This is an optimization exercise on Yosys and OpenROAD, whose aim is small area and a short achievable clock period, not a production implementation.
At most, simulation tests tie the RTL to the original design; equivalence was not proved.
Power and IR drop assume default switching activity.

job 101:
// sliding_window_maximum_core
module sliding_window_maximum_core #(
    parameter int WINDOW_MAX   = swm_pkg::WINDOW_MAX_DEF,
    parameter int SAMPLE_WIDTH = swm_pkg::SAMPLE_WIDTH_DEF,
    parameter int TDATA_W      = ((SAMPLE_WIDTH + 7) / 8) * 8
) (
    input  logic                      i_clk,
    input  logic                      i_rst_n,
    input  logic                      i_s_tvalid,
    output logic                      o_s_tready,
    input  logic [TDATA_W-1:0]        i_s_tdata,    
    input  logic                      i_s_tuser,    
    output logic                      o_m_tvalid,
    input  logic                      i_m_tready,
    output logic [TDATA_W-1:0]        o_m_tdata,    
    input  logic                      i_cfg_we,
    input  logic [swm_pkg::CFG_W-1:0] i_cfg_wdata
);
Size: ~7100 cells after synthesis, ~47 I/O pins, about 65000 um2 of cells after synthesis.
export LEC_CHECK = 0
export CAP_MARGIN = 20
export CORE_MARGIN = 2
export CORE_UTILIZATION = 45
export CTS_CLUSTER_DIAMETER = 110
export CTS_CLUSTER_SIZE = 22
export SETUP_SLACK_MARGIN = 2.7
export SLEW_MARGIN = 20
export SYNTH_HIERARCHICAL = 1
create_clock -name core_clock -period 5.0 [get_ports {i_clk}]
standard.sh (not shown) runs the stock make flow with config.mk's settings and CLKGATE_MAP_FILE= SYNTH_SCRIPT=/design/flow/synth_recipe.tcl, a recipe that flattens the netlist after the stock synthesis.
==> flow/flow/run.sh <==
#!/bin/bash
# Layout: the standard flow, with buf_4 as the port buffer cell instead of the
# cell buffer_ports picks by itself. ORFS's own logs stay under orfs/logs.
set -euo pipefail
export BUFFER_PORTS_ARGS="-buffer_cell sky130_fd_sc_hd__buf_4"
bash standard.sh > standard.log 2>&1
Edits applied to the flow inputs when going from job 101 to job 102:
diff --git a/flow/design.v b/flow/design.v
--- a/flow/design.v
+++ b/flow/design.v
@@ -111,33 +111,20 @@
 module swm_nand4 (input logic a, input logic b, input logic c, input logic d,
                   output logic y);
     assign y = !(a & b & c & d);
 endmodule
 module swm_nor3 (input logic a, input logic b, input logic c, output logic y);
     assign y = !(a | b | c);
 endmodule
 module swm_inv (input logic a, output logic y);
     assign y = !a;
 endmodule
-module swm_a22oi (input logic a1, input logic a2, input logic b1, input logic b2,
-                  output logic y);
-    assign y = !((a1 & a2) | (b1 & b2));
-endmodule
-module swm_recent_sel (
-    input  logic k_is2,
-    input  logic k_is3,
-    input  logic new_gt,
-    input  logic pair_gt,
-    output logic y
-);
-    assign y = k_is2 || (k_is3 ? !new_gt : !pair_gt);
-endmodule
 module swm_or2 (input logic a, input logic b, output logic y);
     assign y = a | b;
 endmodule
 module swm_o21ai (input logic a1, input logic a2, input logic b1, output logic y);
     assign y = !((a1 | a2) & b1);
 endmodule
 module swm_a21oi (input logic a1, input logic a2, input logic b1, output logic y);
     assign y = !((a1 & a2) | b1);
 endmodule
 module swm_gt #(
@@ -420,52 +407,41 @@
     logic                    take_part;
     logic [SAMPLE_WIDTH-1:0] result;
     logic [SAMPLE_WIDTH-1:0] pair_next;
     logic [SAMPLE_WIDTH-1:0] recent_next;
     swm_gt #(.CIN(1'b1)) u_new_s    (.i_a(sample),   .i_b_n(~r_new),    .o_ngt(new_gt_sample));
     swm_gt #(.CIN(1'b1)) u_pair_s   (.i_a(sample),   .i_b_n(~r_pair),   .o_ngt(pair_gt_sample));
     swm_gt #(.CIN(1'b1)) u_recent_s (.i_a(sample),   .i_b_n(~r_recent), .o_ngt(recent_gt_sample));
     swm_gt #(.CIN(1'b1)) u_part_s   (.i_a(sample),   .i_b_n(r_part_n),  .o_ngt(part_gt_sample));
     swm_gt #(.CIN(1'b1)) u_part_r   (.i_a(r_recent), .i_b_n(r_part_n),  .o_ngt(part_gt_recent));
     logic                    load_out;
-    logic                    sel_x, sel_p, sel_r, sel_h;
-    logic                    recent_sel;
-    logic [SAMPLE_WIDTH-1:0] part_tc;
-    logic [SAMPLE_WIDTH-1:0] recent_tc;
+    logic                    load_sample;
+    logic [SAMPLE_WIDTH-1:0] older_max;
+    logic [SAMPLE_WIDTH-1:0] older_tc;    
+    logic [SAMPLE_WIDTH-1:0] out_keep;
     logic [SAMPLE_WIDTH-1:0] out_next;
     always_comb begin
         take_sample = k_is1 || (!recent_gt_sample && (!k_ge5 || !part_gt_sample));
         take_part   = k_ge5 && part_gt_recent;
         load_out    = advance && emit;
-        sel_x       = load_out && take_sample;
-        sel_p       = load_out && !take_sample && take_part;
-        sel_r       = load_out && !take_sample && !take_part;
-        sel_h       = !load_out;
+        load_sample = load_out && take_sample;
         pair_next   = new_gt_sample ? r_new : sample;
-        recent_next = recent_sel ? sample : (k_is3 ? r_new : r_pair);
+        recent_next = (k_is2 || !(k_is3 ? new_gt_sample : pair_gt_sample)) ? sample
+                    : k_is3 ? r_new : r_pair;
     end
-    swm_recent_sel u_recent_sel (
-        .k_is2   (k_is2),
-        .k_is3   (k_is3),
-        .new_gt  (new_gt_sample),
-        .pair_gt (pair_gt_sample),
-        .y       (recent_sel)
-    );
-    assign part_tc   = ~r_part_n ^ SIGN;
-    assign recent_tc = r_recent ^ SIGN;
+    assign older_tc = older_max ^ SIGN;
     genvar bi;
     generate
         for (bi = 0; bi < SAMPLE_WIDTH; bi++) begin : g_out
-            logic t_xp, t_rh;
-            swm_a22oi u_xp (.a1(sel_x), .a2(i_s_tdata[bi]), .b1(sel_p), .b2(part_tc[bi]),   .y(t_xp));
-            swm_a22oi u_rh (.a1(sel_r), .a2(recent_tc[bi]), .b1(sel_h), .b2(r_out[bi]),     .y(t_rh));
-            swm_nand2 u_or (.a(t_xp), .b(t_rh), .y(out_next[bi]));
+            swm_mux2 u_older (.s(take_part),   .a1(!r_part_n[bi]), .a0(r_recent[bi]),  .y(older_max[bi]));
+            swm_mux2 u_keep  (.s(load_out),    .a1(older_tc[bi]),  .a0(r_out[bi]),     .y(out_keep[bi]));
+            swm_mux2 u_next  (.s(load_sample), .a1(i_s_tdata[bi]), .a0(out_keep[bi]),  .y(out_next[bi]));
         end
     endgenerate
     always_ff @(posedge i_clk) begin
         if (!i_rst_n) begin
             r_k         <= 7'(swm_pkg::WINDOW_RESET);
             r_fill      <= '0;
             r_ready     <= 1'b1;
             r_out_valid <= 1'b0;
             r_out_empty <= 1'b1;
         end else begin
Findings:
- There was hardly any difference in combined flip-flop and latch cell area between job 101 and job 102.
- Job 101 → job 102: core footprint now sits higher; via total after detailed routing barely changed.
- Final area, job 102 and job 101: smaller value in job 101
- Delta (job 102 minus job 101): maximum VDD drop now sits lower; transition time at the pin with the least slew margin now sits higher; clock network fraction of design power now sits lower; clock power now sits lower.
No functional check of the RTL was part of job 101.

==> static timing again, ports no longer ideal <==
No port has a modelled driver above. Below, the same layouts with a new extraction and two added sets of constraints.
Step 1 assumes that a clkbuf_16 drives the clock port and a buf_2 every other input.
Step 2 adds t to the input delays and takes it off the output delays; t is the mean of the earliest and latest rising clock arrival at the registers after step 1. Input paths then give back, and output paths get back, about the clock's delay inside the block.
a / b / c = no drivers / after step 1 / after step 2; a / b = the first two.
run	t (ns)	slack for setup (ns)	hold WS [ns]	pins driven straight from the clock port
job 101	0.774	2.541 / 2.486 / 2.030	0.456 / 0.456 / 0.456	1
job 102	0.766	2.524 / 2.510 / 1.862	0.453 / 0.453 / 0.453	1
After both steps setup and hold are still met in every run listed. The setup slack of job 102, which loses most, moves by -0.014 ns with the drivers and by -0.662 ns with both steps.
